This is an optimization exercise on Yosys and OpenROAD, whose aim is small area and a short achievable clock period, not a production implementation. Only simulation tests tie the RTL to the original design; equivalence was not proved. The clock port is modelled as an ideal driver; clocking choices that lean on that would not hold on a real chip.

--- flow/design.v ---
package qft_pkg;
    localparam int AMP_W = 8;
endpackage
`timescale 1ns/1ps
module qft_add9
(
    input  logic [8:0] a,
    input  logic [8:0] b,
    input  logic       k,
    output logic [8:0] t
);
    assign t = a + b + 9'(k);
endmodule
module qft_pre
#(
    parameter bit NEG = 1'b0
) (
    input  logic [8:0]  t,
    output logic [11:0] s2,
    output logic [11:0] c2,
    output logic        hi,
    output logic        lo,
    output logic        m80
);
    logic [11:0] u, x2, x3, s1, c1;
    logic        ge187, le_m187;
    assign u  = {{3{t[8]}}, t};
    if (NEG) begin : g_neg
        assign x2 = {u[9:0], 2'b00};
        assign x3 = {~u[7:0], 4'b1111};
    end else begin : g_pos
        assign x2 = {u[10:0], 1'b0};
        assign x3 = {u[8:0], 3'b000};
    end
    assign s1 = u ^ x2 ^ x3;
    assign c1 = {((u[10:0] & x2[10:0]) | (x3[10:0] & (u[10:0] ^ x2[10:0]))), NEG};
    assign s2 = s1;
    assign c2 = c1;
    assign ge187   = ~t[8] & t[7] & (t[6] | (t[5] & t[4] & t[3] & (t[2] | (t[1] & t[0]))));
    assign le_m187 =  t[8] & ~t[7] & (~t[6] | (~t[5] & ~t[4] & ~t[3] & (~t[2] | ~t[1])));
    assign hi = NEG ? le_m187 : ge187;
    assign lo = NEG ? ge187 : le_m187;
    assign m80 = lo | (t[8:1] == 8'hA3);
endmodule
module qft_post
(
    input  logic [11:0] s2,
    input  logic [11:0] c2,
    input  logic        hi,
    input  logic        lo,
    output logic [7:0]  y
);
    logic [11:0] p;
    assign p = s2 + c2;
    assign y = hi ? 8'h7f : (lo ? 8'h80 : p[11:4]);
endmodule
module qft_scale
#(
    parameter bit NEG = 1'b0
) (
    input  logic [8:0] t,
    output logic [7:0] y,
    output logic       m80
);
    logic [11:0] s2, c2;
    logic        hi, lo;
    qft_pre #(.NEG(NEG)) u_pre (.t(t), .s2(s2), .c2(c2), .hi(hi), .lo(lo), .m80(m80));
    qft_post u_post (.s2(s2), .c2(c2), .hi(hi), .lo(lo), .y(y));
endmodule
module qft_bfly
#(
    parameter bit NEG = 1'b0
) (
    input  logic [8:0] a,
    input  logic [8:0] b,
    input  logic       k,
    output logic [7:0] y,
    output logic       m80
);
    logic [8:0] t;
    qft_add9 u_add (.a(a), .b(b), .k(k), .t(t));
    qft_scale #(.NEG(NEG)) u_scale (.t(t), .y(y), .m80(m80));
endmodule
`timescale 1ns/1ps
module qft3_top
(
    input  logic        clk,
    input  logic        rst_n,
    input  logic        valid_i,
    input  logic [63:0] re_i,
    input  logic [63:0] im_i,
    output logic        valid_o,
    output logic [63:0] re_o,
    output logic [63:0] im_o
);
    logic [7:0] v_q;
    always_ff @(posedge clk or negedge rst_n) begin
        if (!rst_n) v_q <= '0;
        else        v_q <= {v_q[6:0], valid_i};
    end
    assign valid_o = v_q[7];
    logic [7:0] x_re0, x_im0;
    logic [7:0] x_re1, x_im1;
    logic [7:0] x_re2, x_im2;
    logic [7:0] x_re3, x_im3;
    logic [7:0] x_re4, x_im4;
    logic [7:0] x_re5, x_im5;
    logic [7:0] x_re6, x_im6;
    logic [7:0] x_re7, x_im7;
    logic [7:0] u1_h2_re0;
    logic       u1_h2_re0_m80;
    logic [8:0] u1_h2_re0_t;
    logic [7:0] u2_h2_im0;
    logic       u2_h2_im0_m80;
    logic [8:0] u2_h2_im0_t;
    logic [7:0] u3_h2_re4;
    logic       u3_h2_re4_m80;
    logic [8:0] u3_h2_re4_t;
    logic [7:0] u4_h2_im4;
    logic       u4_h2_im4_m80;
    logic [8:0] u4_h2_im4_t;
    logic [7:0] u5_h2_re1;
    logic       u5_h2_re1_m80;
    logic [8:0] u5_h2_re1_t;
    logic [7:0] u6_h2_im1;
    logic       u6_h2_im1_m80;
    logic [8:0] u6_h2_im1_t;
    logic [7:0] u7_h2_re5;
    logic       u7_h2_re5_m80;
    logic [8:0] u7_h2_re5_t;
    logic [7:0] u8_h2_im5;
    logic       u8_h2_im5_m80;
    logic [8:0] u8_h2_im5_t;
    logic [7:0] u9_h2_re2;
    logic       u9_h2_re2_m80;
    logic [8:0] u9_h2_re2_t;
    logic [7:0] u10_h2_im2;
    logic       u10_h2_im2_m80;
    logic [8:0] u10_h2_im2_t;
    logic [7:0] u11_h2_re6;
    logic       u11_h2_re6_m80;
    logic [8:0] u11_h2_re6_t;
    logic [7:0] u12_h2_im6;
    logic       u12_h2_im6_m80;
    logic [8:0] u12_h2_im6_t;
    logic [7:0] u13_h2_re3;
    logic       u13_h2_re3_m80;
    logic [8:0] u13_h2_re3_t;
    logic [7:0] u14_h2_im3;
    logic       u14_h2_im3_m80;
    logic [8:0] u14_h2_im3_t;
    logic [7:0] u15_h2_re7;
    logic       u15_h2_re7_m80;
    logic [8:0] u15_h2_re7_t;
    logic [7:0] u16_h2_im7;
    logic       u16_h2_im7_m80;
    logic [8:0] u16_h2_im7_t;
    logic [7:0] u17_cp_re5;
    logic       u17_cp_re5_m80;
    logic [8:0] u17_cp_re5_t;
    logic [7:0] u18_cp_im5;
    logic       u18_cp_im5_m80;
    logic [8:0] u18_cp_im5_t;
    logic [7:0] u19_cp_re7;
    logic       u19_cp_re7_m80;
    logic [8:0] u19_cp_re7_t;
    logic [7:0] u20_cp_im7;
    logic       u20_cp_im7_m80;
    logic [8:0] u20_cp_im7_t;
    logic [7:0] u21_h1_re0;
    logic       u21_h1_re0_m80;
    logic [8:0] u21_h1_re0_t;
    logic [7:0] u22_h1_im0;
    logic       u22_h1_im0_m80;
    logic [8:0] u22_h1_im0_t;
    logic [7:0] u23_h1_re2;
    logic       u23_h1_re2_m80;
    logic [8:0] u23_h1_re2_t;
    logic [7:0] u24_h1_im2;
    logic       u24_h1_im2_m80;
    logic [8:0] u24_h1_im2_t;
    logic [7:0] u25_h1_re1;
    logic       u25_h1_re1_m80;
    logic [8:0] u25_h1_re1_t;
    logic [7:0] u26_h1_im1;
    logic       u26_h1_im1_m80;
    logic [8:0] u26_h1_im1_t;
    logic [7:0] u27_h1_re3;
    logic       u27_h1_re3_m80;
    logic [8:0] u27_h1_re3_t;
    logic [7:0] u28_h1_im3;
    logic       u28_h1_im3_m80;
    logic [8:0] u28_h1_im3_t;
    logic [7:0] u29_h1_re4;
    logic       u29_h1_re4_m80;
    logic [8:0] u29_h1_re4_t;
    logic [7:0] u30_h1_im4;
    logic       u30_h1_im4_m80;
    logic [8:0] u30_h1_im4_t;
    logic [7:0] u31_h1_re6;
    logic       u31_h1_re6_m80;
    logic [8:0] u31_h1_re6_t;
    logic [7:0] u32_h1_im6;
    logic       u32_h1_im6_m80;
    logic [8:0] u32_h1_im6_t;
    logic [7:0] u33_h1_re5;
    logic       u33_h1_re5_m80;
    logic [8:0] u33_h1_re5_t;
    logic [7:0] u34_h1_im5;
    logic       u34_h1_im5_m80;
    logic [8:0] u34_h1_im5_t;
    logic [7:0] u35_h1_re7;
    logic       u35_h1_re7_m80;
    logic [8:0] u35_h1_re7_t;
    logic [7:0] u36_h1_im7;
    logic       u36_h1_im7_m80;
    logic [8:0] u36_h1_im7_t;
    logic [7:0] u37_h0_re0;
    logic       u37_h0_re0_m80;
    logic [8:0] u37_h0_re0_t;
    logic [7:0] u38_h0_im0;
    logic       u38_h0_im0_m80;
    logic [8:0] u38_h0_im0_t;
    logic [7:0] u39_h0_re1;
    logic       u39_h0_re1_m80;
    logic [8:0] u39_h0_re1_t;
    logic [7:0] u40_h0_im1;
    logic       u40_h0_im1_m80;
    logic [8:0] u40_h0_im1_t;
    logic [7:0] u41_h0_re2;
    logic       u41_h0_re2_m80;
    logic [8:0] u41_h0_re2_t;
    logic [7:0] u42_h0_im2;
    logic       u42_h0_im2_m80;
    logic [8:0] u42_h0_im2_t;
    logic [7:0] u43_h0_re3;
    logic       u43_h0_re3_m80;
    logic [8:0] u43_h0_re3_t;
    logic [7:0] u44_h0_im3;
    logic       u44_h0_im3_m80;
    logic [8:0] u44_h0_im3_t;
    logic [7:0] u45_h0_re4;
    logic       u45_h0_re4_m80;
    logic [8:0] u45_h0_re4_t;
    logic [7:0] u46_h0_im4;
    logic       u46_h0_im4_m80;
    logic [8:0] u46_h0_im4_t;
    logic [7:0] u47_h0_re5;
    logic       u47_h0_re5_m80;
    logic [8:0] u47_h0_re5_t;
    logic [7:0] u48_h0_im5;
    logic       u48_h0_im5_m80;
    logic [8:0] u48_h0_im5_t;
    logic [7:0] u49_h0_re6;
    logic       u49_h0_re6_m80;
    logic [8:0] u49_h0_re6_t;
    logic [7:0] u50_h0_im6;
    logic       u50_h0_im6_m80;
    logic [8:0] u50_h0_im6_t;
    logic [7:0] u51_h0_re7;
    logic       u51_h0_re7_m80;
    logic [8:0] u51_h0_re7_t;
    logic [7:0] u52_h0_im7;
    logic       u52_h0_im7_m80;
    logic [8:0] u52_h0_im7_t;
    logic [8:0] u1_h2_re0_t_d1;
    logic [8:0] u2_h2_im0_t_d1;
    logic [8:0] u3_h2_re4_t_d1;
    logic [8:0] u4_h2_im4_t_d1;
    logic [8:0] u5_h2_re1_t_d1;
    logic [8:0] u6_h2_im1_t_d1;
    logic [8:0] u7_h2_re5_t_d1;
    logic [8:0] u8_h2_im5_t_d1;
    logic [8:0] u9_h2_re2_t_d1;
    logic [8:0] u10_h2_im2_t_d1;
    logic [8:0] u11_h2_re6_t_d1;
    logic [8:0] u12_h2_im6_t_d1;
    logic [8:0] u13_h2_re3_t_d1;
    logic [8:0] u14_h2_im3_t_d1;
    logic [8:0] u15_h2_re7_t_d1;
    logic [8:0] u16_h2_im7_t_d1;
    logic [7:0] u7_h2_re5_d2;
    logic [7:0] u8_h2_im5_d2;
    logic [8:0] u17_cp_re5_t_d3;
    logic [8:0] u18_cp_im5_t_d3;
    logic [7:0] u16_h2_im7_d2;
    logic       u16_h2_im7_m80_d2;
    logic [7:0] u15_h2_re7_d2;
    logic [8:0] u19_cp_re7_t_d3;
    logic [8:0] u20_cp_im7_t_d3;
    logic [7:0] u1_h2_re0_d2;
    logic [7:0] u1_h2_re0_d3;
    logic [7:0] u1_h2_re0_d4;
    logic [7:0] u9_h2_re2_d2;
    logic [7:0] u9_h2_re2_d3;
    logic [7:0] u9_h2_re2_d4;
    logic [8:0] u21_h1_re0_t_d5;
    logic [7:0] u2_h2_im0_d2;
    logic [7:0] u2_h2_im0_d3;
    logic [7:0] u2_h2_im0_d4;
    logic [7:0] u10_h2_im2_d2;
    logic [7:0] u10_h2_im2_d3;
    logic [7:0] u10_h2_im2_d4;
    logic [8:0] u22_h1_im0_t_d5;
    logic [8:0] u23_h1_re2_t_d5;
    logic [8:0] u24_h1_im2_t_d5;
    logic [7:0] u5_h2_re1_d2;
    logic [7:0] u5_h2_re1_d3;
    logic [7:0] u5_h2_re1_d4;
    logic [7:0] u13_h2_re3_d2;
    logic [7:0] u13_h2_re3_d3;
    logic [7:0] u13_h2_re3_d4;
    logic [8:0] u25_h1_re1_t_d5;
    logic [7:0] u6_h2_im1_d2;
    logic [7:0] u6_h2_im1_d3;
    logic [7:0] u6_h2_im1_d4;
    logic [7:0] u14_h2_im3_d2;
    logic [7:0] u14_h2_im3_d3;
    logic [7:0] u14_h2_im3_d4;
    logic [8:0] u26_h1_im1_t_d5;
    logic [8:0] u27_h1_re3_t_d5;
    logic [8:0] u28_h1_im3_t_d5;
    logic [7:0] u3_h2_re4_d2;
    logic [7:0] u3_h2_re4_d3;
    logic [7:0] u3_h2_re4_d4;
    logic [7:0] u12_h2_im6_d2;
    logic [7:0] u12_h2_im6_d3;
    logic [7:0] u12_h2_im6_d4;
    logic       u12_h2_im6_m80_d2;
    logic       u12_h2_im6_m80_d3;
    logic       u12_h2_im6_m80_d4;
    logic [8:0] u29_h1_re4_t_d5;
    logic [7:0] u4_h2_im4_d2;
    logic [7:0] u4_h2_im4_d3;
    logic [7:0] u4_h2_im4_d4;
    logic [7:0] u11_h2_re6_d2;
    logic [7:0] u11_h2_re6_d3;
    logic [7:0] u11_h2_re6_d4;
    logic [8:0] u30_h1_im4_t_d5;
    logic [8:0] u31_h1_re6_t_d5;
    logic [8:0] u32_h1_im6_t_d5;
    logic [7:0] u17_cp_re5_d4;
    logic [7:0] u19_cp_re7_d4;
    logic [8:0] u33_h1_re5_t_d5;
    logic [7:0] u18_cp_im5_d4;
    logic [7:0] u20_cp_im7_d4;
    logic [8:0] u34_h1_im5_t_d5;
    logic [8:0] u35_h1_re7_t_d5;
    logic [8:0] u36_h1_im7_t_d5;
    logic [7:0] u21_h1_re0_d6;
    logic [7:0] u25_h1_re1_d6;
    logic [8:0] u37_h0_re0_t_d7;
    logic [7:0] u22_h1_im0_d6;
    logic [7:0] u26_h1_im1_d6;
    logic [8:0] u38_h0_im0_t_d7;
    logic [8:0] u39_h0_re1_t_d7;
    logic [8:0] u40_h0_im1_t_d7;
    logic [7:0] u23_h1_re2_d6;
    logic [7:0] u28_h1_im3_d6;
    logic       u28_h1_im3_m80_d6;
    logic [8:0] u41_h0_re2_t_d7;
    logic [7:0] u24_h1_im2_d6;
    logic [7:0] u27_h1_re3_d6;
    logic [8:0] u42_h0_im2_t_d7;
    logic [8:0] u43_h0_re3_t_d7;
    logic [8:0] u44_h0_im3_t_d7;
    logic [7:0] u29_h1_re4_d6;
    logic [7:0] u33_h1_re5_d6;
    logic [8:0] u45_h0_re4_t_d7;
    logic [7:0] u30_h1_im4_d6;
    logic [7:0] u34_h1_im5_d6;
    logic [8:0] u46_h0_im4_t_d7;
    logic [8:0] u47_h0_re5_t_d7;
    logic [8:0] u48_h0_im5_t_d7;
    logic [7:0] u31_h1_re6_d6;
    logic [7:0] u36_h1_im7_d6;
    logic       u36_h1_im7_m80_d6;
    logic [8:0] u49_h0_re6_t_d7;
    logic [7:0] u32_h1_im6_d6;
    logic [7:0] u35_h1_re7_d6;
    logic [8:0] u50_h0_im6_t_d7;
    logic [8:0] u51_h0_re7_t_d7;
    logic [8:0] u52_h0_im7_t_d7;
    logic [7:0] u37_h0_re0_d8;
    logic [7:0] u38_h0_im0_d8;
    logic [7:0] u45_h0_re4_d8;
    logic [7:0] u46_h0_im4_d8;
    logic [7:0] u41_h0_re2_d8;
    logic [7:0] u42_h0_im2_d8;
    logic [7:0] u49_h0_re6_d8;
    logic [7:0] u50_h0_im6_d8;
    logic [7:0] u39_h0_re1_d8;
    logic [7:0] u40_h0_im1_d8;
    logic [7:0] u47_h0_re5_d8;
    logic [7:0] u48_h0_im5_d8;
    logic [7:0] u43_h0_re3_d8;
    logic [7:0] u44_h0_im3_d8;
    logic [7:0] u51_h0_re7_d8;
    logic [7:0] u52_h0_im7_d8;
    assign x_re0 = re_i[7:0];
    assign x_im0 = im_i[7:0];
    assign x_re1 = re_i[15:8];
    assign x_im1 = im_i[15:8];
    assign x_re2 = re_i[23:16];
    assign x_im2 = im_i[23:16];
    assign x_re3 = re_i[31:24];
    assign x_im3 = im_i[31:24];
    assign x_re4 = re_i[39:32];
    assign x_im4 = im_i[39:32];
    assign x_re5 = re_i[47:40];
    assign x_im5 = im_i[47:40];
    assign x_re6 = re_i[55:48];
    assign x_im6 = im_i[55:48];
    assign x_re7 = re_i[63:56];
    assign x_im7 = im_i[63:56];
    qft_add9 u_u1_h2_re0_a (.a({x_re0[7], x_re0}), .b({x_re4[7], x_re4}), .k(1'b0), .t(u1_h2_re0_t));
    qft_scale #(.NEG(0)) u_u1_h2_re0_s (.t(u1_h2_re0_t_d1), .y(u1_h2_re0), .m80(u1_h2_re0_m80));
    qft_add9 u_u2_h2_im0_a (.a({x_im0[7], x_im0}), .b({x_im4[7], x_im4}), .k(1'b0), .t(u2_h2_im0_t));
    qft_scale #(.NEG(0)) u_u2_h2_im0_s (.t(u2_h2_im0_t_d1), .y(u2_h2_im0), .m80(u2_h2_im0_m80));
    qft_add9 u_u3_h2_re4_a (.a({x_re0[7], x_re0}), .b(~{x_re4[7], x_re4}), .k(1'b1), .t(u3_h2_re4_t));
    qft_scale #(.NEG(0)) u_u3_h2_re4_s (.t(u3_h2_re4_t_d1), .y(u3_h2_re4), .m80(u3_h2_re4_m80));
    qft_add9 u_u4_h2_im4_a (.a({x_im0[7], x_im0}), .b(~{x_im4[7], x_im4}), .k(1'b1), .t(u4_h2_im4_t));
    qft_scale #(.NEG(0)) u_u4_h2_im4_s (.t(u4_h2_im4_t_d1), .y(u4_h2_im4), .m80(u4_h2_im4_m80));
    qft_add9 u_u5_h2_re1_a (.a({x_re1[7], x_re1}), .b({x_re5[7], x_re5}), .k(1'b0), .t(u5_h2_re1_t));
    qft_scale #(.NEG(0)) u_u5_h2_re1_s (.t(u5_h2_re1_t_d1), .y(u5_h2_re1), .m80(u5_h2_re1_m80));
    qft_add9 u_u6_h2_im1_a (.a({x_im1[7], x_im1}), .b({x_im5[7], x_im5}), .k(1'b0), .t(u6_h2_im1_t));
    qft_scale #(.NEG(0)) u_u6_h2_im1_s (.t(u6_h2_im1_t_d1), .y(u6_h2_im1), .m80(u6_h2_im1_m80));
    qft_add9 u_u7_h2_re5_a (.a({x_re1[7], x_re1}), .b(~{x_re5[7], x_re5}), .k(1'b1), .t(u7_h2_re5_t));
    qft_scale #(.NEG(0)) u_u7_h2_re5_s (.t(u7_h2_re5_t_d1), .y(u7_h2_re5), .m80(u7_h2_re5_m80));
    qft_add9 u_u8_h2_im5_a (.a({x_im1[7], x_im1}), .b(~{x_im5[7], x_im5}), .k(1'b1), .t(u8_h2_im5_t));
    qft_scale #(.NEG(0)) u_u8_h2_im5_s (.t(u8_h2_im5_t_d1), .y(u8_h2_im5), .m80(u8_h2_im5_m80));
    qft_add9 u_u9_h2_re2_a (.a({x_re2[7], x_re2}), .b({x_re6[7], x_re6}), .k(1'b0), .t(u9_h2_re2_t));
    qft_scale #(.NEG(0)) u_u9_h2_re2_s (.t(u9_h2_re2_t_d1), .y(u9_h2_re2), .m80(u9_h2_re2_m80));
    qft_add9 u_u10_h2_im2_a (.a({x_im2[7], x_im2}), .b({x_im6[7], x_im6}), .k(1'b0), .t(u10_h2_im2_t));
    qft_scale #(.NEG(0)) u_u10_h2_im2_s (.t(u10_h2_im2_t_d1), .y(u10_h2_im2), .m80(u10_h2_im2_m80));
    qft_add9 u_u11_h2_re6_a (.a({x_re2[7], x_re2}), .b(~{x_re6[7], x_re6}), .k(1'b1), .t(u11_h2_re6_t));
    qft_scale #(.NEG(0)) u_u11_h2_re6_s (.t(u11_h2_re6_t_d1), .y(u11_h2_re6), .m80(u11_h2_re6_m80));
    qft_add9 u_u12_h2_im6_a (.a({x_im2[7], x_im2}), .b(~{x_im6[7], x_im6}), .k(1'b1), .t(u12_h2_im6_t));
    qft_scale #(.NEG(0)) u_u12_h2_im6_s (.t(u12_h2_im6_t_d1), .y(u12_h2_im6), .m80(u12_h2_im6_m80));
    qft_add9 u_u13_h2_re3_a (.a({x_re3[7], x_re3}), .b({x_re7[7], x_re7}), .k(1'b0), .t(u13_h2_re3_t));
    qft_scale #(.NEG(0)) u_u13_h2_re3_s (.t(u13_h2_re3_t_d1), .y(u13_h2_re3), .m80(u13_h2_re3_m80));
    qft_add9 u_u14_h2_im3_a (.a({x_im3[7], x_im3}), .b({x_im7[7], x_im7}), .k(1'b0), .t(u14_h2_im3_t));
    qft_scale #(.NEG(0)) u_u14_h2_im3_s (.t(u14_h2_im3_t_d1), .y(u14_h2_im3), .m80(u14_h2_im3_m80));
    qft_add9 u_u15_h2_re7_a (.a({x_re3[7], x_re3}), .b(~{x_re7[7], x_re7}), .k(1'b1), .t(u15_h2_re7_t));
    qft_scale #(.NEG(0)) u_u15_h2_re7_s (.t(u15_h2_re7_t_d1), .y(u15_h2_re7), .m80(u15_h2_re7_m80));
    qft_add9 u_u16_h2_im7_a (.a({x_im3[7], x_im3}), .b(~{x_im7[7], x_im7}), .k(1'b1), .t(u16_h2_im7_t));
    qft_scale #(.NEG(0)) u_u16_h2_im7_s (.t(u16_h2_im7_t_d1), .y(u16_h2_im7), .m80(u16_h2_im7_m80));
    qft_add9 u_u17_cp_re5_a (.a({u7_h2_re5_d2[7], u7_h2_re5_d2}), .b(~{u8_h2_im5_d2[7], u8_h2_im5_d2}), .k(1'b1), .t(u17_cp_re5_t));
    qft_scale #(.NEG(0)) u_u17_cp_re5_s (.t(u17_cp_re5_t_d3), .y(u17_cp_re5), .m80(u17_cp_re5_m80));
    qft_add9 u_u18_cp_im5_a (.a({u7_h2_re5_d2[7], u7_h2_re5_d2}), .b({u8_h2_im5_d2[7], u8_h2_im5_d2}), .k(1'b0), .t(u18_cp_im5_t));
    qft_scale #(.NEG(0)) u_u18_cp_im5_s (.t(u18_cp_im5_t_d3), .y(u18_cp_im5), .m80(u18_cp_im5_m80));
    qft_add9 u_u19_cp_re7_a (.a({u16_h2_im7_d2[7], u16_h2_im7_d2}), .b({u15_h2_re7_d2[7], u15_h2_re7_d2}), .k(u16_h2_im7_m80_d2), .t(u19_cp_re7_t));
    qft_scale #(.NEG(1)) u_u19_cp_re7_s (.t(u19_cp_re7_t_d3), .y(u19_cp_re7), .m80(u19_cp_re7_m80));
    qft_add9 u_u20_cp_im7_a (.a(~{u16_h2_im7_d2[7], u16_h2_im7_d2}), .b({u15_h2_re7_d2[7], u15_h2_re7_d2}), .k(~u16_h2_im7_m80_d2), .t(u20_cp_im7_t));
    qft_scale #(.NEG(0)) u_u20_cp_im7_s (.t(u20_cp_im7_t_d3), .y(u20_cp_im7), .m80(u20_cp_im7_m80));
    qft_add9 u_u21_h1_re0_a (.a({u1_h2_re0_d4[7], u1_h2_re0_d4}), .b({u9_h2_re2_d4[7], u9_h2_re2_d4}), .k(1'b0), .t(u21_h1_re0_t));
    qft_scale #(.NEG(0)) u_u21_h1_re0_s (.t(u21_h1_re0_t_d5), .y(u21_h1_re0), .m80(u21_h1_re0_m80));
    qft_add9 u_u22_h1_im0_a (.a({u2_h2_im0_d4[7], u2_h2_im0_d4}), .b({u10_h2_im2_d4[7], u10_h2_im2_d4}), .k(1'b0), .t(u22_h1_im0_t));
    qft_scale #(.NEG(0)) u_u22_h1_im0_s (.t(u22_h1_im0_t_d5), .y(u22_h1_im0), .m80(u22_h1_im0_m80));
    qft_add9 u_u23_h1_re2_a (.a({u1_h2_re0_d4[7], u1_h2_re0_d4}), .b(~{u9_h2_re2_d4[7], u9_h2_re2_d4}), .k(1'b1), .t(u23_h1_re2_t));
    qft_scale #(.NEG(0)) u_u23_h1_re2_s (.t(u23_h1_re2_t_d5), .y(u23_h1_re2), .m80(u23_h1_re2_m80));
    qft_add9 u_u24_h1_im2_a (.a({u2_h2_im0_d4[7], u2_h2_im0_d4}), .b(~{u10_h2_im2_d4[7], u10_h2_im2_d4}), .k(1'b1), .t(u24_h1_im2_t));
    qft_scale #(.NEG(0)) u_u24_h1_im2_s (.t(u24_h1_im2_t_d5), .y(u24_h1_im2), .m80(u24_h1_im2_m80));
    qft_add9 u_u25_h1_re1_a (.a({u5_h2_re1_d4[7], u5_h2_re1_d4}), .b({u13_h2_re3_d4[7], u13_h2_re3_d4}), .k(1'b0), .t(u25_h1_re1_t));
    qft_scale #(.NEG(0)) u_u25_h1_re1_s (.t(u25_h1_re1_t_d5), .y(u25_h1_re1), .m80(u25_h1_re1_m80));
    qft_add9 u_u26_h1_im1_a (.a({u6_h2_im1_d4[7], u6_h2_im1_d4}), .b({u14_h2_im3_d4[7], u14_h2_im3_d4}), .k(1'b0), .t(u26_h1_im1_t));
    qft_scale #(.NEG(0)) u_u26_h1_im1_s (.t(u26_h1_im1_t_d5), .y(u26_h1_im1), .m80(u26_h1_im1_m80));
    qft_add9 u_u27_h1_re3_a (.a({u5_h2_re1_d4[7], u5_h2_re1_d4}), .b(~{u13_h2_re3_d4[7], u13_h2_re3_d4}), .k(1'b1), .t(u27_h1_re3_t));
    qft_scale #(.NEG(0)) u_u27_h1_re3_s (.t(u27_h1_re3_t_d5), .y(u27_h1_re3), .m80(u27_h1_re3_m80));
    qft_add9 u_u28_h1_im3_a (.a({u6_h2_im1_d4[7], u6_h2_im1_d4}), .b(~{u14_h2_im3_d4[7], u14_h2_im3_d4}), .k(1'b1), .t(u28_h1_im3_t));
    qft_scale #(.NEG(0)) u_u28_h1_im3_s (.t(u28_h1_im3_t_d5), .y(u28_h1_im3), .m80(u28_h1_im3_m80));
    qft_add9 u_u29_h1_re4_a (.a({u3_h2_re4_d4[7], u3_h2_re4_d4}), .b(~{u12_h2_im6_d4[7], u12_h2_im6_d4}), .k(~u12_h2_im6_m80_d4), .t(u29_h1_re4_t));
    qft_scale #(.NEG(0)) u_u29_h1_re4_s (.t(u29_h1_re4_t_d5), .y(u29_h1_re4), .m80(u29_h1_re4_m80));
    qft_add9 u_u30_h1_im4_a (.a({u4_h2_im4_d4[7], u4_h2_im4_d4}), .b({u11_h2_re6_d4[7], u11_h2_re6_d4}), .k(1'b0), .t(u30_h1_im4_t));
    qft_scale #(.NEG(0)) u_u30_h1_im4_s (.t(u30_h1_im4_t_d5), .y(u30_h1_im4), .m80(u30_h1_im4_m80));
    qft_add9 u_u31_h1_re6_a (.a({u3_h2_re4_d4[7], u3_h2_re4_d4}), .b({u12_h2_im6_d4[7], u12_h2_im6_d4}), .k(u12_h2_im6_m80_d4), .t(u31_h1_re6_t));
    qft_scale #(.NEG(0)) u_u31_h1_re6_s (.t(u31_h1_re6_t_d5), .y(u31_h1_re6), .m80(u31_h1_re6_m80));
    qft_add9 u_u32_h1_im6_a (.a({u4_h2_im4_d4[7], u4_h2_im4_d4}), .b(~{u11_h2_re6_d4[7], u11_h2_re6_d4}), .k(1'b1), .t(u32_h1_im6_t));
    qft_scale #(.NEG(0)) u_u32_h1_im6_s (.t(u32_h1_im6_t_d5), .y(u32_h1_im6), .m80(u32_h1_im6_m80));
    qft_add9 u_u33_h1_re5_a (.a({u17_cp_re5_d4[7], u17_cp_re5_d4}), .b({u19_cp_re7_d4[7], u19_cp_re7_d4}), .k(1'b0), .t(u33_h1_re5_t));
    qft_scale #(.NEG(0)) u_u33_h1_re5_s (.t(u33_h1_re5_t_d5), .y(u33_h1_re5), .m80(u33_h1_re5_m80));
    qft_add9 u_u34_h1_im5_a (.a({u18_cp_im5_d4[7], u18_cp_im5_d4}), .b({u20_cp_im7_d4[7], u20_cp_im7_d4}), .k(1'b0), .t(u34_h1_im5_t));
    qft_scale #(.NEG(0)) u_u34_h1_im5_s (.t(u34_h1_im5_t_d5), .y(u34_h1_im5), .m80(u34_h1_im5_m80));
    qft_add9 u_u35_h1_re7_a (.a({u17_cp_re5_d4[7], u17_cp_re5_d4}), .b(~{u19_cp_re7_d4[7], u19_cp_re7_d4}), .k(1'b1), .t(u35_h1_re7_t));
    qft_scale #(.NEG(0)) u_u35_h1_re7_s (.t(u35_h1_re7_t_d5), .y(u35_h1_re7), .m80(u35_h1_re7_m80));
    qft_add9 u_u36_h1_im7_a (.a({u18_cp_im5_d4[7], u18_cp_im5_d4}), .b(~{u20_cp_im7_d4[7], u20_cp_im7_d4}), .k(1'b1), .t(u36_h1_im7_t));
    qft_scale #(.NEG(0)) u_u36_h1_im7_s (.t(u36_h1_im7_t_d5), .y(u36_h1_im7), .m80(u36_h1_im7_m80));
    qft_add9 u_u37_h0_re0_a (.a({u21_h1_re0_d6[7], u21_h1_re0_d6}), .b({u25_h1_re1_d6[7], u25_h1_re1_d6}), .k(1'b0), .t(u37_h0_re0_t));
    qft_scale #(.NEG(0)) u_u37_h0_re0_s (.t(u37_h0_re0_t_d7), .y(u37_h0_re0), .m80(u37_h0_re0_m80));
    qft_add9 u_u38_h0_im0_a (.a({u22_h1_im0_d6[7], u22_h1_im0_d6}), .b({u26_h1_im1_d6[7], u26_h1_im1_d6}), .k(1'b0), .t(u38_h0_im0_t));
    qft_scale #(.NEG(0)) u_u38_h0_im0_s (.t(u38_h0_im0_t_d7), .y(u38_h0_im0), .m80(u38_h0_im0_m80));
    qft_add9 u_u39_h0_re1_a (.a({u21_h1_re0_d6[7], u21_h1_re0_d6}), .b(~{u25_h1_re1_d6[7], u25_h1_re1_d6}), .k(1'b1), .t(u39_h0_re1_t));
    qft_scale #(.NEG(0)) u_u39_h0_re1_s (.t(u39_h0_re1_t_d7), .y(u39_h0_re1), .m80(u39_h0_re1_m80));
    qft_add9 u_u40_h0_im1_a (.a({u22_h1_im0_d6[7], u22_h1_im0_d6}), .b(~{u26_h1_im1_d6[7], u26_h1_im1_d6}), .k(1'b1), .t(u40_h0_im1_t));
    qft_scale #(.NEG(0)) u_u40_h0_im1_s (.t(u40_h0_im1_t_d7), .y(u40_h0_im1), .m80(u40_h0_im1_m80));
    qft_add9 u_u41_h0_re2_a (.a({u23_h1_re2_d6[7], u23_h1_re2_d6}), .b(~{u28_h1_im3_d6[7], u28_h1_im3_d6}), .k(~u28_h1_im3_m80_d6), .t(u41_h0_re2_t));
    qft_scale #(.NEG(0)) u_u41_h0_re2_s (.t(u41_h0_re2_t_d7), .y(u41_h0_re2), .m80(u41_h0_re2_m80));
    qft_add9 u_u42_h0_im2_a (.a({u24_h1_im2_d6[7], u24_h1_im2_d6}), .b({u27_h1_re3_d6[7], u27_h1_re3_d6}), .k(1'b0), .t(u42_h0_im2_t));
    qft_scale #(.NEG(0)) u_u42_h0_im2_s (.t(u42_h0_im2_t_d7), .y(u42_h0_im2), .m80(u42_h0_im2_m80));
    qft_add9 u_u43_h0_re3_a (.a({u23_h1_re2_d6[7], u23_h1_re2_d6}), .b({u28_h1_im3_d6[7], u28_h1_im3_d6}), .k(u28_h1_im3_m80_d6), .t(u43_h0_re3_t));
    qft_scale #(.NEG(0)) u_u43_h0_re3_s (.t(u43_h0_re3_t_d7), .y(u43_h0_re3), .m80(u43_h0_re3_m80));
    qft_add9 u_u44_h0_im3_a (.a({u24_h1_im2_d6[7], u24_h1_im2_d6}), .b(~{u27_h1_re3_d6[7], u27_h1_re3_d6}), .k(1'b1), .t(u44_h0_im3_t));
    qft_scale #(.NEG(0)) u_u44_h0_im3_s (.t(u44_h0_im3_t_d7), .y(u44_h0_im3), .m80(u44_h0_im3_m80));
    qft_add9 u_u45_h0_re4_a (.a({u29_h1_re4_d6[7], u29_h1_re4_d6}), .b({u33_h1_re5_d6[7], u33_h1_re5_d6}), .k(1'b0), .t(u45_h0_re4_t));
    qft_scale #(.NEG(0)) u_u45_h0_re4_s (.t(u45_h0_re4_t_d7), .y(u45_h0_re4), .m80(u45_h0_re4_m80));
    qft_add9 u_u46_h0_im4_a (.a({u30_h1_im4_d6[7], u30_h1_im4_d6}), .b({u34_h1_im5_d6[7], u34_h1_im5_d6}), .k(1'b0), .t(u46_h0_im4_t));
    qft_scale #(.NEG(0)) u_u46_h0_im4_s (.t(u46_h0_im4_t_d7), .y(u46_h0_im4), .m80(u46_h0_im4_m80));
    qft_add9 u_u47_h0_re5_a (.a({u29_h1_re4_d6[7], u29_h1_re4_d6}), .b(~{u33_h1_re5_d6[7], u33_h1_re5_d6}), .k(1'b1), .t(u47_h0_re5_t));
    qft_scale #(.NEG(0)) u_u47_h0_re5_s (.t(u47_h0_re5_t_d7), .y(u47_h0_re5), .m80(u47_h0_re5_m80));
    qft_add9 u_u48_h0_im5_a (.a({u30_h1_im4_d6[7], u30_h1_im4_d6}), .b(~{u34_h1_im5_d6[7], u34_h1_im5_d6}), .k(1'b1), .t(u48_h0_im5_t));
    qft_scale #(.NEG(0)) u_u48_h0_im5_s (.t(u48_h0_im5_t_d7), .y(u48_h0_im5), .m80(u48_h0_im5_m80));
    qft_add9 u_u49_h0_re6_a (.a({u31_h1_re6_d6[7], u31_h1_re6_d6}), .b(~{u36_h1_im7_d6[7], u36_h1_im7_d6}), .k(~u36_h1_im7_m80_d6), .t(u49_h0_re6_t));
    qft_scale #(.NEG(0)) u_u49_h0_re6_s (.t(u49_h0_re6_t_d7), .y(u49_h0_re6), .m80(u49_h0_re6_m80));
    qft_add9 u_u50_h0_im6_a (.a({u32_h1_im6_d6[7], u32_h1_im6_d6}), .b({u35_h1_re7_d6[7], u35_h1_re7_d6}), .k(1'b0), .t(u50_h0_im6_t));
    qft_scale #(.NEG(0)) u_u50_h0_im6_s (.t(u50_h0_im6_t_d7), .y(u50_h0_im6), .m80(u50_h0_im6_m80));
    qft_add9 u_u51_h0_re7_a (.a({u31_h1_re6_d6[7], u31_h1_re6_d6}), .b({u36_h1_im7_d6[7], u36_h1_im7_d6}), .k(u36_h1_im7_m80_d6), .t(u51_h0_re7_t));
    qft_scale #(.NEG(0)) u_u51_h0_re7_s (.t(u51_h0_re7_t_d7), .y(u51_h0_re7), .m80(u51_h0_re7_m80));
    qft_add9 u_u52_h0_im7_a (.a({u32_h1_im6_d6[7], u32_h1_im6_d6}), .b(~{u35_h1_re7_d6[7], u35_h1_re7_d6}), .k(1'b1), .t(u52_h0_im7_t));
    qft_scale #(.NEG(0)) u_u52_h0_im7_s (.t(u52_h0_im7_t_d7), .y(u52_h0_im7), .m80(u52_h0_im7_m80));
    assign re_o[7:0] = u37_h0_re0_d8;
    assign im_o[7:0] = u38_h0_im0_d8;
    assign re_o[15:8] = u45_h0_re4_d8;
    assign im_o[15:8] = u46_h0_im4_d8;
    assign re_o[23:16] = u41_h0_re2_d8;
    assign im_o[23:16] = u42_h0_im2_d8;
    assign re_o[31:24] = u49_h0_re6_d8;
    assign im_o[31:24] = u50_h0_im6_d8;
    assign re_o[39:32] = u39_h0_re1_d8;
    assign im_o[39:32] = u40_h0_im1_d8;
    assign re_o[47:40] = u47_h0_re5_d8;
    assign im_o[47:40] = u48_h0_im5_d8;
    assign re_o[55:48] = u43_h0_re3_d8;
    assign im_o[55:48] = u44_h0_im3_d8;
    assign re_o[63:56] = u51_h0_re7_d8;
    assign im_o[63:56] = u52_h0_im7_d8;
    always_ff @(posedge clk) begin
        u1_h2_re0_t_d1 <= u1_h2_re0_t;
        u2_h2_im0_t_d1 <= u2_h2_im0_t;
        u3_h2_re4_t_d1 <= u3_h2_re4_t;
        u4_h2_im4_t_d1 <= u4_h2_im4_t;
        u5_h2_re1_t_d1 <= u5_h2_re1_t;
        u6_h2_im1_t_d1 <= u6_h2_im1_t;
        u7_h2_re5_t_d1 <= u7_h2_re5_t;
        u8_h2_im5_t_d1 <= u8_h2_im5_t;
        u9_h2_re2_t_d1 <= u9_h2_re2_t;
        u10_h2_im2_t_d1 <= u10_h2_im2_t;
        u11_h2_re6_t_d1 <= u11_h2_re6_t;
        u12_h2_im6_t_d1 <= u12_h2_im6_t;
        u13_h2_re3_t_d1 <= u13_h2_re3_t;
        u14_h2_im3_t_d1 <= u14_h2_im3_t;
        u15_h2_re7_t_d1 <= u15_h2_re7_t;
        u16_h2_im7_t_d1 <= u16_h2_im7_t;
        u7_h2_re5_d2 <= u7_h2_re5;
        u8_h2_im5_d2 <= u8_h2_im5;
        u17_cp_re5_t_d3 <= u17_cp_re5_t;
        u18_cp_im5_t_d3 <= u18_cp_im5_t;
        u16_h2_im7_d2 <= u16_h2_im7;
        u16_h2_im7_m80_d2 <= u16_h2_im7_m80;
        u15_h2_re7_d2 <= u15_h2_re7;
        u19_cp_re7_t_d3 <= u19_cp_re7_t;
        u20_cp_im7_t_d3 <= u20_cp_im7_t;
        u1_h2_re0_d2 <= u1_h2_re0;
        u1_h2_re0_d3 <= u1_h2_re0_d2;
        u1_h2_re0_d4 <= u1_h2_re0_d3;
        u9_h2_re2_d2 <= u9_h2_re2;
        u9_h2_re2_d3 <= u9_h2_re2_d2;
        u9_h2_re2_d4 <= u9_h2_re2_d3;
        u21_h1_re0_t_d5 <= u21_h1_re0_t;
        u2_h2_im0_d2 <= u2_h2_im0;
        u2_h2_im0_d3 <= u2_h2_im0_d2;
        u2_h2_im0_d4 <= u2_h2_im0_d3;
        u10_h2_im2_d2 <= u10_h2_im2;
        u10_h2_im2_d3 <= u10_h2_im2_d2;
        u10_h2_im2_d4 <= u10_h2_im2_d3;
        u22_h1_im0_t_d5 <= u22_h1_im0_t;
        u23_h1_re2_t_d5 <= u23_h1_re2_t;
        u24_h1_im2_t_d5 <= u24_h1_im2_t;
        u5_h2_re1_d2 <= u5_h2_re1;
        u5_h2_re1_d3 <= u5_h2_re1_d2;
        u5_h2_re1_d4 <= u5_h2_re1_d3;
        u13_h2_re3_d2 <= u13_h2_re3;
        u13_h2_re3_d3 <= u13_h2_re3_d2;
        u13_h2_re3_d4 <= u13_h2_re3_d3;
        u25_h1_re1_t_d5 <= u25_h1_re1_t;
        u6_h2_im1_d2 <= u6_h2_im1;
        u6_h2_im1_d3 <= u6_h2_im1_d2;
        u6_h2_im1_d4 <= u6_h2_im1_d3;
        u14_h2_im3_d2 <= u14_h2_im3;
        u14_h2_im3_d3 <= u14_h2_im3_d2;
        u14_h2_im3_d4 <= u14_h2_im3_d3;
        u26_h1_im1_t_d5 <= u26_h1_im1_t;
        u27_h1_re3_t_d5 <= u27_h1_re3_t;
        u28_h1_im3_t_d5 <= u28_h1_im3_t;
        u3_h2_re4_d2 <= u3_h2_re4;
        u3_h2_re4_d3 <= u3_h2_re4_d2;
        u3_h2_re4_d4 <= u3_h2_re4_d3;
        u12_h2_im6_d2 <= u12_h2_im6;
        u12_h2_im6_d3 <= u12_h2_im6_d2;
        u12_h2_im6_d4 <= u12_h2_im6_d3;
        u12_h2_im6_m80_d2 <= u12_h2_im6_m80;
        u12_h2_im6_m80_d3 <= u12_h2_im6_m80_d2;
        u12_h2_im6_m80_d4 <= u12_h2_im6_m80_d3;
        u29_h1_re4_t_d5 <= u29_h1_re4_t;
        u4_h2_im4_d2 <= u4_h2_im4;
        u4_h2_im4_d3 <= u4_h2_im4_d2;
        u4_h2_im4_d4 <= u4_h2_im4_d3;
        u11_h2_re6_d2 <= u11_h2_re6;
        u11_h2_re6_d3 <= u11_h2_re6_d2;
        u11_h2_re6_d4 <= u11_h2_re6_d3;
        u30_h1_im4_t_d5 <= u30_h1_im4_t;
        u31_h1_re6_t_d5 <= u31_h1_re6_t;
        u32_h1_im6_t_d5 <= u32_h1_im6_t;
        u17_cp_re5_d4 <= u17_cp_re5;
        u19_cp_re7_d4 <= u19_cp_re7;
        u33_h1_re5_t_d5 <= u33_h1_re5_t;
        u18_cp_im5_d4 <= u18_cp_im5;
        u20_cp_im7_d4 <= u20_cp_im7;
        u34_h1_im5_t_d5 <= u34_h1_im5_t;
        u35_h1_re7_t_d5 <= u35_h1_re7_t;
        u36_h1_im7_t_d5 <= u36_h1_im7_t;
        u21_h1_re0_d6 <= u21_h1_re0;
        u25_h1_re1_d6 <= u25_h1_re1;
        u37_h0_re0_t_d7 <= u37_h0_re0_t;
        u22_h1_im0_d6 <= u22_h1_im0;
        u26_h1_im1_d6 <= u26_h1_im1;
        u38_h0_im0_t_d7 <= u38_h0_im0_t;
        u39_h0_re1_t_d7 <= u39_h0_re1_t;
        u40_h0_im1_t_d7 <= u40_h0_im1_t;
        u23_h1_re2_d6 <= u23_h1_re2;
        u28_h1_im3_d6 <= u28_h1_im3;
        u28_h1_im3_m80_d6 <= u28_h1_im3_m80;
        u41_h0_re2_t_d7 <= u41_h0_re2_t;
        u24_h1_im2_d6 <= u24_h1_im2;
        u27_h1_re3_d6 <= u27_h1_re3;
        u42_h0_im2_t_d7 <= u42_h0_im2_t;
        u43_h0_re3_t_d7 <= u43_h0_re3_t;
        u44_h0_im3_t_d7 <= u44_h0_im3_t;
        u29_h1_re4_d6 <= u29_h1_re4;
        u33_h1_re5_d6 <= u33_h1_re5;
        u45_h0_re4_t_d7 <= u45_h0_re4_t;
        u30_h1_im4_d6 <= u30_h1_im4;
        u34_h1_im5_d6 <= u34_h1_im5;
        u46_h0_im4_t_d7 <= u46_h0_im4_t;
        u47_h0_re5_t_d7 <= u47_h0_re5_t;
        u48_h0_im5_t_d7 <= u48_h0_im5_t;
        u31_h1_re6_d6 <= u31_h1_re6;
        u36_h1_im7_d6 <= u36_h1_im7;
        u36_h1_im7_m80_d6 <= u36_h1_im7_m80;
        u49_h0_re6_t_d7 <= u49_h0_re6_t;
        u32_h1_im6_d6 <= u32_h1_im6;
        u35_h1_re7_d6 <= u35_h1_re7;
        u50_h0_im6_t_d7 <= u50_h0_im6_t;
        u51_h0_re7_t_d7 <= u51_h0_re7_t;
        u52_h0_im7_t_d7 <= u52_h0_im7_t;
        u37_h0_re0_d8 <= u37_h0_re0;
        u38_h0_im0_d8 <= u38_h0_im0;
        u45_h0_re4_d8 <= u45_h0_re4;
        u46_h0_im4_d8 <= u46_h0_im4;
        u41_h0_re2_d8 <= u41_h0_re2;
        u42_h0_im2_d8 <= u42_h0_im2;
        u49_h0_re6_d8 <= u49_h0_re6;
        u50_h0_im6_d8 <= u50_h0_im6;
        u39_h0_re1_d8 <= u39_h0_re1;
        u40_h0_im1_d8 <= u40_h0_im1;
        u47_h0_re5_d8 <= u47_h0_re5;
        u48_h0_im5_d8 <= u48_h0_im5;
        u43_h0_re3_d8 <= u43_h0_re3;
        u44_h0_im3_d8 <= u44_h0_im3;
        u51_h0_re7_d8 <= u51_h0_re7;
        u52_h0_im7_d8 <= u52_h0_im7;
    end
endmodule
--- flow/flow/skew.tcl ---
# Useful skew for the internal register-to-register paths: give a flop whose incoming
# paths are tighter than its outgoing ones a small clock delay (a buffer on its clock pin;
# SKEW_PASSES rounds, so at most that many buffers in a row). Flops whose names match
# SKEW_IO_PATTERNS (those that capture from the input ports, and the valid chain) are left
# alone, so no path from an input gains time; delaying a flop that drives an output only
# takes time away from the output path.
set plat $::env(PLATFORM_DIR)
read_lef $plat/lef/sky130_fd_sc_hd.tlef
read_lef $plat/lef/sky130_fd_sc_hd_merged.lef
read_liberty $plat/lib/sky130_fd_sc_hd__tt_025C_1v80.lib
read_db $::env(IN_ODB)
read_sdc $::env(IN_SDC)
source $plat/setRC.tcl
set_propagated_clock [all_clocks]
estimate_parasitics -placement
puts "before: worst slack [format %.3f [sta::worst_slack -max]] hold [format %.3f [sta::worst_slack -min]]"
set delta $::env(SKEW_DELTA)
set bufm $::env(SKEW_BUF)
set block [ord::get_db_block]
set master [[ord::get_db] findMaster $bufm]
# flops left alone, by name
set io_pat $::env(SKEW_IO_PATTERNS)
set k 0
for {set pass 0} {$pass < $::env(SKEW_PASSES)} {incr pass} {
set chosen {}
foreach reg [all_registers -edge_triggered -cells] {
  set n [get_full_name $reg]
  set skip 0
  foreach p $io_pat { if {[string match $p $n]} { set skip 1 } }
  if {$skip} continue
  set d [get_pins -of_objects $reg -filter "name==D"]
  set q [get_pins -of_objects $reg -filter "name==Q"]
  if {$d eq "" || $q eq ""} continue
  set sin [get_property $d slack_max]
  set sout [get_property $q slack_max]
  if {$sin + $delta < $sout - $delta && $sin < $::env(SKEW_BELOW)} { lappend chosen [sta::sta_to_db_inst $reg] }
}
puts "flops to delay: [llength $chosen]"
foreach inst $chosen {
  set ck [$inst findITerm CLK]
  set cnet [$ck getNet]
  set b [odb::dbInst_create $block $master "skewbuf_$k"]
  set net [odb::dbNet_create $block "skewclk_$k"]
  $net setSigType CLOCK
  $ck disconnect
  $ck connect $net
  [$b findITerm A] connect $cnet
  [$b findITerm X] connect $net
  set loc [$inst getLocation]
  $b setLocation [lindex $loc 0] [lindex $loc 1]
  $b setPlacementStatus PLACED
  incr k
}
estimate_parasitics -placement
puts "pass $pass: worst slack [format %.3f [sta::worst_slack -max]]"
}
global_connect
detailed_placement
check_placement
estimate_parasitics -placement
puts "after: worst slack [format %.3f [sta::worst_slack -max]] hold [format %.3f [sta::worst_slack -min]]"
if {[info exists ::env(OUT_ODB)]} { write_db $::env(OUT_ODB) }
--- flow/standard.sh ---
#!/bin/bash
# synth_recipe.tcl (not shown) runs the flow's synth.tcl, then flattens the netlist and writes it again
# the make line also repeats each setting of config.mk as NAME=value (left out here)
make -C /OpenROAD-flow-scripts/flow DESIGN_CONFIG=/design/flow/config.mk WORK_HOME=/design/flow/orfs CLKGATE_MAP_FILE= SYNTH_SCRIPT=/design/flow/synth_recipe.tcl "${@:-finish}"
--- flow/flow/run.sh ---
#!/bin/bash
# The standard layout with two changes:
#  - the ports get the smallest buffer (buf_1) instead of the default one;
#  - after clock tree synthesis, flops inside the pipeline whose incoming paths are
#    tighter than their outgoing ones get one or two clock buffers of delay (useful skew between
#    internal registers only; flops fed by the inputs and the valid chain are left alone).
# Each tool's output goes to a log of its own in this folder.
set -euo pipefail
export BUFFER_PORTS_ARGS="-buffer_cell sky130_fd_sc_hd__buf_1"
bash standard.sh synth > synth.log 2>&1
bash standard.sh cts > place_cts.log 2>&1
R=orfs/results/sky130hd/qft3_top/base
PLATFORM_DIR="$FLOW_HOME/platforms/sky130hd" IN_ODB=$R/4_cts.odb IN_SDC=$R/4_cts.sdc OUT_ODB=$R/4_cts.odb \
  SKEW_DELTA=0.08 SKEW_BUF=sky130_fd_sc_hd__clkbuf_1 SKEW_BELOW=1.8 SKEW_PASSES=2 \
  SKEW_IO_PATTERNS='*_h2_*_t_d1* v_q*' \
  openroad -no_init -exit flow/skew.tcl > skew.log 2>&1
bash standard.sh finish > route_finish.log 2>&1
--- flow/config.mk ---
export PLATFORM = sky130hd
export DESIGN_NAME = qft3_top
export DESIGN_NICKNAME = qft3_top
export VERILOG_FILES = /design/flow/design.v
export SDC_FILE = /design/flow/constraint.sdc
export NUM_CORES = 4
export LEC_CHECK = 0
export CAP_MARGIN = 20
export CORE_MARGIN = 2
export CORE_UTILIZATION = 50
export CTS_CLUSTER_DIAMETER = 150
export CTS_CLUSTER_SIZE = 24
export SETUP_SLACK_MARGIN = 1.6
export SLEW_MARGIN = 20
--- flow/constraint.sdc ---
create_clock -name core_clock -period 4.0 [get_ports {clk}]
set_input_delay 0.8000 -clock core_clock [delete_from_list [all_inputs] [get_ports {clk}]]
set_output_delay 0.8000 -clock core_clock [all_outputs]
set_load 0.01 [all_outputs]
==> flow_metrics.env, run 1 <==
export IMPL_grt_max_degree=26
export IMPL_drt_pass1_iter_count=5
export IMPL_cts_buffers_inserted=50
export IMPL_io_buffers=259
export IMPL_drv_cap=0
export IMPL_die_area_sq_mm=0.136
export IMPL_antenna_found_initial=0
export IMPL_critPathMaxFanout=5
export IMPL_hold_path_class="input port to flip-flop"
export IMPL_place_ws_ns=1.34
export IMPL_clk_pin_slew_ns=0.10
export IMPL_grtUsageTotal_pct=19.0
export IMPL_synth_top_cells_by_area="dfxtp_1, ha_1, fa_1"
export IMPL_worstHoldPathCells=1
export IMPL_cts_max_level=2
export IMPL_hpwl_um=105000
export IMPL_synth_avg_cell_area_sq_um=10.0
export IMPL_worstMarginPinSlew_ns=0.781
export IMPL_io_pins=260
export IMPL_ys_ff_latch=1068
export IMPL_outcome="finished clean"
export IMPL_async_flop_share_pct=0.749
export IMPL_synth_top_area_share_pct=31.9
export IMPL_clkLatencyLatePin_ns=0.87
export IMPL_fin_skew_ns=0.199
export IMPL_cts_root_buf="clkbuf_16"
export IMPL_hold_viol=0
export IMPL_drv_slew=0
export IMPL_synth_edf_count=0
export IMPL_fin_ws_ns=1.69
export IMPL_path_class="flip-flop to flip-flop"
export IMPL_vias=46000
export IMPL_setup_violations=0
export IMPL_yosys_warnings=1
export IMPL_ant_nets=0
export IMPL_rows=133
export IMPL_grt_pass1_wl_um=219000
export IMPL_drc_errors=0
export IMPL_vias_per_cell=5.05
export IMPL_core_area_sq_mm=0.132
export IMPL_synth_cells=6653
export IMPL_relSlewSlack_pct=47.8
export IMPL_die_y_um=369
export IMPL_fmax_mhz=433
export IMPL_place_congestion=0.861
export IMPL_grt_overflow=0
export IMPL_startpoint_type="flip-flop"
export IMPL_synth_area_leader_cell="dfxtp_1"
export IMPL_cts_tree="built"
export IMPL_start_util_pct=50.5
export IMPL_drive_above_1_share_pct=5.97
export IMPL_finalCriticalPeriod_ns=2.31
export IMPL_grt_pass1_vias=45800
export IMPL_die_x_um=369
export IMPL_synthFlopType="dfxtp_1"
export IMPL_ys_types=62
export IMPL_drt_first_iter_violations=1917
export IMPL_cts_buffer_depth=3
export IMPL_antenna_cells=0
export IMPL_syn_area_sq_mm=0.0666
export IMPL_finalCritPeriodShare_pct=57.7
export IMPL_clock_sinks=1068
export IMPL_fin_setup_tns_ns=0
export IMPL_worst_r2r_cell_count=8
export IMPL_wirelength_um=129000
export IMPL_rsz0062_at_grt="yes"
export IMPL_wire_per_inst_um=14.2
export IMPL_syn2layout_area_growth_pct=10.3
export IMPL_crit_arrival_ns=2.98
export IMPL_syn_nets=8251
export IMPL_final_nets=8947
export IMPL_required_ns=4.68
export IMPL_ys_seq_area_share_pct=32.2
export IMPL_fin_hold_ws_ns=0.223
export IMPL_worstSetupEndpointType="flip-flop"
-- through the flow --
step                area (sq um)  instances  utilization [%]
global placement           69700       8628             52.9
CTS                        72000       8722             54.6
global route               73500       9108             55.8
finish                     73500       9108             55.8
floorplan                  66600       6653                -
detailed placement         69700       8628             52.9
-- metal layers --
| metal | routed length [um] | up-vias | track usage, % | part of all wire, % |
|---|---|---|---|---|
| li1 | - | 24000 | - | - |
| met1 | 65400 | 21400 | 26.9 | 51 |
| met2 | 58500 | 493 | 31.3 | 45 |
| met3 | 3350 | 103 | 1.86 | 2.6 |
| met4 | 2000 | 0 | 4.25 | 1.6 |
| met5 | 0 | - | 0 | 0 |
-- critical path, cell delays in order, from the launching register on --
cell and delay (ns):
dfxtp_2 0.42, fa_1 0.44, ha_1 0.37, a21o_1 0.19, a21oi_1 0.13, o21ai_1 0.15, o22ai_1 0.25, nor2_1 0.07
o31a_1 0.27
-- worst paths after layout --
| check | start | to | slack, ns |
|---|---|---|---|
| worst max-delay path | u39_h0_re1_t_d7[4]$_DFF_P_ | u39_h0_re1_d8[7]$_SDFF_PP0_ | 1.69 |
| worst min-delay path | valid_i | v_q[0]$_DFF_PN0_ | 0.22 |
| worst max register to register | u39_h0_re1_t_d7[4]$_DFF_P_ | u39_h0_re1_d8[7]$_SDFF_PP0_ | 1.69 |
| worst min register to register | u10_h2_im2_d3[6]$_DFF_P_ | u10_h2_im2_d4[6]$_DFF_P_ | 0.32 |
| max in group asynchronous | rst_n | v_q[0]$_DFF_PN0_ | 3.16 |
| min in group asynchronous | rst_n | v_q[7]$_DFF_PN0_ | 0.54 |
-- layout make-up --
type	instances	area, sq um
sequential	1068	21800
tap	1755	2200
multi-input combinational	4815	42700
timing repair buffer	302	1300
buffer	386	1450
clock inverter	4	50.0
fill	11900	58300
clock buffer	52	1260
inverter	726	2730
-- cells by family (layout without fill, tap and decap cells) --
group                      count (synthesis)  count (layout)  share of synthesized area, %
AOI/OAI and AO/OA                       1701            1701                          16.3
adders and majority gates               1467            1467                          31.7
DFF                                     1068            1068                          32.2
and+or+nand+nor                         1035            1035                          7.44
buffers and inverters                    770            1470                          4.34
xor gates and xnor gates                 612             612                          8.05
-- cell usage after synthesis, types with 8 or more instances --
| library cell | number |
|---|---|
| nand3_1 | 59 |
| o31ai_2 | 16 |
| xor2_1 | 258 |
| o31a_1 | 31 |
| dfrtp_1 | 8 |
| nand4_1 | 34 |
| a221oi_1 | 24 |
| o41ai_1 | 23 |
| o211ai_1 | 12 |
| dfxtp_1 | 1060 |
| a21boi_1 | 51 |
| fa_1 | 372 |
| o21ai_0 | 512 |
| a31o_2 | 8 |
| nor4_1 | 43 |
| o21a_1 | 43 |
| o21ai_1 | 60 |
| o21ba_2 | 16 |
| a31oi_1 | 38 |
| nor2b_1 | 129 |
| a21o_1 | 74 |
| o21bai_1 | 116 |
| nor3_1 | 46 |
| xnor2_1 | 354 |
| nand2b_1 | 78 |
| a21oi_1 | 425 |
| clkbuf_1 | 31 |
| buf_1 | 10 |
| ha_1 | 1095 |
| a41o_1 | 50 |
| nor2_1 | 335 |
| inv_1 | 726 |
| nor3b_1 | 32 |
| a32oi_1 | 13 |
| a211oi_1 | 58 |
| o31ai_1 | 25 |
| a211o_1 | 8 |
| o22ai_1 | 23 |
| nand2_1 | 248 |
| o41a_1 | 38 |
-- layout by cell type (no fill, tap or decap), types with 42 or more instances in the layout --
master	instances
ha_1	1087
buf_4	42
o21bai_1	116
a211oi_1	58
nor3_1	46
nor2b_1	129
o21ai_1	67
o21ai_0	501
fa_1	372
nor2_1	335
xor2_1	258
a41o_1	50
clkbuf_1	388
nand3_1	43
xnor2_1	354
inv_1	726
dfxtp_2	168
a21oi_1	408
buf_1	259
a21boi_1	52
nand2b_1	78
clkbuf_16	50
dfxtp_4	42
nor4_1	43
dfxtp_1	850
o21a_1	43
nand2_1	248
a21o_1	74
-- timing repair --
item	in CTS	in global routing
pin swaps	49	3
setup endpoints to repair	157	15
gates resized for setup	312	18
hold buffers	1	0
hold endpoints to repair	8	0
buffers inserted	37	0
==> run 2, diff against run 1 <==
--- a/flow/flow/run.sh
+++ b/flow/flow/run.sh
@@ -13,3 +13,3 @@
 PLATFORM_DIR="$FLOW_HOME/platforms/sky130hd" IN_ODB=$R/4_cts.odb IN_SDC=$R/4_cts.sdc OUT_ODB=$R/4_cts.odb \
-  SKEW_DELTA=0.08 SKEW_BUF=sky130_fd_sc_hd__clkbuf_1 SKEW_BELOW=1.8 SKEW_PASSES=2 \
+  SKEW_DELTA=0.05 SKEW_BUF=sky130_fd_sc_hd__clkbuf_1 SKEW_BELOW=1.8 SKEW_PASSES=2 \
   SKEW_IO_PATTERNS='*_h2_*_t_d1* v_q*' \
--- a/flow/config.mk
+++ b/flow/config.mk
@@ -9,3 +9,3 @@
 export CORE_MARGIN = 2
-export CORE_UTILIZATION = 50
+export CORE_UTILIZATION = 40
 export CTS_CLUSTER_DIAMETER = 150
==> flow_metrics.env, run 2 <==
export IMPL_muxShareOfSynthArea_pct=0
export IMPL_ant_nets=0
export IMPL_final_cell_mix="ha_1, dfxtp_1, inv_1"
export IMPL_grt_overflow=0
export IMPL_syn_area_sq_mm=0.0666
export IMPL_core_area_sq_mm=0.165
export IMPL_fmax_mhz=434
export IMPL_wire_per_inst_um=14.0
export IMPL_die_x_um=412
export IMPL_cts_tree="built"
export IMPL_antenna_found_initial=6
export IMPL_ys_types=62
export IMPL_syn2layout_area_growth_pct=11.3
export IMPL_synth_top_family_by_area="adder cells"
export IMPL_drt_pass1_iter_count=5
export IMPL_rsz0062_at_grt="no"
export IMPL_ys_ff_latch=1068
export IMPL_synth_most_common_cell="ha_1"
export IMPL_rows=149
export IMPL_yosys_warnings=1
export IMPL_post_dp_cell_area_sq_mm=0.0702
export IMPL_fin_setup_tns_ns=0
export IMPL_drc_errors=0
export IMPL_worst_r2r_cell_count=8
export IMPL_drive_above_1_share_pct=5.90
export IMPL_required_ns=4.73
export IMPL_synth_fa_ha_area_share_pct=31.7
export IMPL_critPathMaxFanout=4
export IMPL_cts_buffer_depth=3
export IMPL_setup_violations=0
export IMPL_ys_top_cells_by_count="ha_1, dfxtp_1, inv_1"
export IMPL_wirelength_um=134000
export IMPL_worstSetupEndpointType="flip-flop"
export IMPL_synth_xor_area_share_pct=8.05
export IMPL_io_buffers=259
export IMPL_synthFlopType="dfxtp_1"
export IMPL_grt_pass1_vias=46200
export IMPL_finalCritPeriodShare_pct=57.6
export IMPL_fin_skew_ns=0.211
export IMPL_startpoint_type="flip-flop"
export IMPL_stdcell_area_sq_mm=0.0741
export IMPL_r2r_end="u27_h1_re3_d6[7]$_SDFF_PP0_"
export IMPL_finalCriticalPeriod_ns=2.30
export IMPL_die_y_um=412
export IMPL_place_congestion=0.860
export IMPL_outcome="finished clean"
export IMPL_synth_compound_area_share_pct=16.3
export IMPL_synth_cells=6653
export IMPL_crit_arrival_ns=3.04
export IMPL_path_cells="fa_1 -> ha_1 -> a41o_1 -> nand4_1 -> nand3_2 -> o31ai_4 -> nor3b_2 -> o41a_1"
export IMPL_start_util_pct=40.3
export IMPL_rrSetupSlack_ns=1.70
export IMPL_grt_max_degree=26
export IMPL_clock_sinks=1068
export IMPL_die_area_sq_mm=0.170
export IMPL_clkLatencyLatePin_ns=0.88
export IMPL_vias_per_cell=4.84
export IMPL_final_nets=8964
export IMPL_fin_ws_ns=1.70
export IMPL_synth_top_area_share_pct=31.9
export IMPL_relSlewSlack_pct=47.8
export IMPL_yosys_area_share_simple_pct=7.44
export IMPL_drv_slew=0
export IMPL_ys_seq_area_share_pct=32.2
export IMPL_worstMarginPinSlew_ns=0.781
export IMPL_place_ws_ns=1.29
export IMPL_hpwl_um=108000
export IMPL_synth_top_cells_by_area="dfxtp_1, ha_1, fa_1"
export IMPL_synth_area_leader_cell="dfxtp_1"
export IMPL_dp_cells=9062
export IMPL_cts_max_level=2
export IMPL_rr_startpoint="u27_h1_re3_t_d5[2]$_DFF_P_"
export IMPL_drt_first_iter_violations=1820
export IMPL_synth_edf_count=0
export IMPL_syn_nets=8251
export IMPL_path_class="flip-flop to flip-flop"
export IMPL_slowest_delay_ns=0.54
export IMPL_synth_avg_cell_area_sq_um=10.0
export IMPL_async_flop_share_pct=0.749
export IMPL_min_to="v_q[0]$_DFF_PN0_"
export IMPL_grtUsageTotal_pct=15.6
export IMPL_cp_slowest_cell="fa_1"
export IMPL_vias=46300
export IMPL_hold_path_class="input port to flip-flop"
export IMPL_hold_viol=0
export IMPL_worstHoldPathCells=1
export IMPL_clk_pin_slew_ns=0.10
export IMPL_drv_cap=0
export IMPL_grt_pass1_wl_um=223000
export IMPL_hp_start="valid_i"
export IMPL_cts_buffers_inserted=50
export IMPL_io_pins=260
export IMPL_final_common_cell="ha_1"
export IMPL_fin_cells=9560
export IMPL_cts_root_buf="clkbuf_16"
run 2: cell types whose count changed in the layout (fill, tap and decap cells not counted), sizes merged:
cell	before	now
clkbuf	438	453
buf	301	302
diode	0	2
run 2: stage by stage:
stage               hold WS, ns  util, %
finish                    0.213     44.9
global route              0.167     44.9
floorplan                 0.310        -
global placement          0.311     42.5
CTS                       0.153     43.9
detailed placement        0.312     42.5
run 2: worst max path at each step:
stage	start	slack, ns	end	depth (start not counted)
3_3_place_gp	u34_h1_im5_t_d5[0]$_DFF_P_	1.37	u34_h1_im5_d6[7]$_SDFF_PP0_	8
3_5_place_dp	u39_h0_re1_t_d7[3]$_DFF_P_	1.29	u39_h0_re1_d8[7]$_SDFF_PP0_	7
2_1_floorplan	u20_cp_im7_t_d3[3]$_DFF_P_	1.60	u20_cp_im7_d4[7]$_SDFF_PP0_	8
6_report	u27_h1_re3_t_d5[2]$_DFF_P_	1.70	u27_h1_re3_d6[7]$_SDFF_PP0_	8
5_1_grt	u28_h1_im3_d6[0]$_SDFF_PP1_	1.61	u43_h0_re3_t_d7[8]$_DFF_P_	10
4_1_cts	u27_h1_re3_t_d5[2]$_DFF_P_	1.54	u27_h1_re3_d6[7]$_SDFF_PP0_	8
run 2: kinds of logic (layout without fill, tap and decap cells):
family | after synthesis | in the layout
AO/OA/AOI/OAI | 1701 | 1701
XOR/XNOR | 612 | 612
adder cells (fa/ha/maj) | 1467 | 1467
buffers and inverters | 770 | 1486
flip-flops | 1068 | 1068
other | 0 | 2
AND/OR/NAND/NOR | 1035 | 1035
run 2: critical path: cells and delay by family (launching register included):
kind	cells	cell delay, ns
fa+ha+maj	2	0.77
compound gates	3	0.92
simple gates	3	0.30
flops	1	0.37
run 2: cell type report:
type	count	area, sq um
inverters	726	2730
multi-input cells	4815	42800
flip-flops and latches	1068	21800
repair buffers	303	1310
diodes	2	5.00
fillers	16000	91000
plain buffers	402	1510
clock buffers	51	1250
well taps	2189	2740
clock inverters	4	50.0
run 2: repair_timing:
action / CTS / global route
gates resized for setup: 315 / 17
hold endpoints to repair: 8 / 0
hold buffers: 1 / 0
pin swaps: 56 / 3
buffers inserted: 37 / 1
endpoints found under the setup margin: 165 / 10
run 2: routing by layer:
metal / wire (um) / GRT usage, %
met1: 66700 / 21.4
met2: 60500 / 25.8
met3: 4000 / 2.10
met4: 2980 / 4.34
met5: 51 / 0

-- separate check: timing with driven ports --
The flow's constraints put no driver on any port. The routed layouts listed below were extracted and timed again, unchanged, in two steps. Step 1 sets driving cells, clkbuf_16 on the clock port and buf_2 on the other inputs (assumed; they add their load-dependent delay and slew). Step 2, shift: input delay + t, output delay - t, t = (earliest + latest rising clock arrival at the registers) / 2. This alone moves slack from input paths to output paths. a / b / c = ideal / step 1 / step 2; a / b = the first two.
| run | t (ns) | setup WS [ns] | worst setup path at the end | worst register clock-pin slew, ns |
|---|---|---|---|---|
| run 1 | 0.849 | 1.693 / 1.693 / 1.314 | input to register | 0.11 / 0.11 |
| run 2 | 0.850 | 1.697 / 1.697 / 1.279 | input to register | 0.11 / 0.11 |
After both steps setup and hold are still met in every run listed. The setup slack of run 2, which loses most, moves by 0.000 ns with the drivers and by -0.418 ns with both steps.
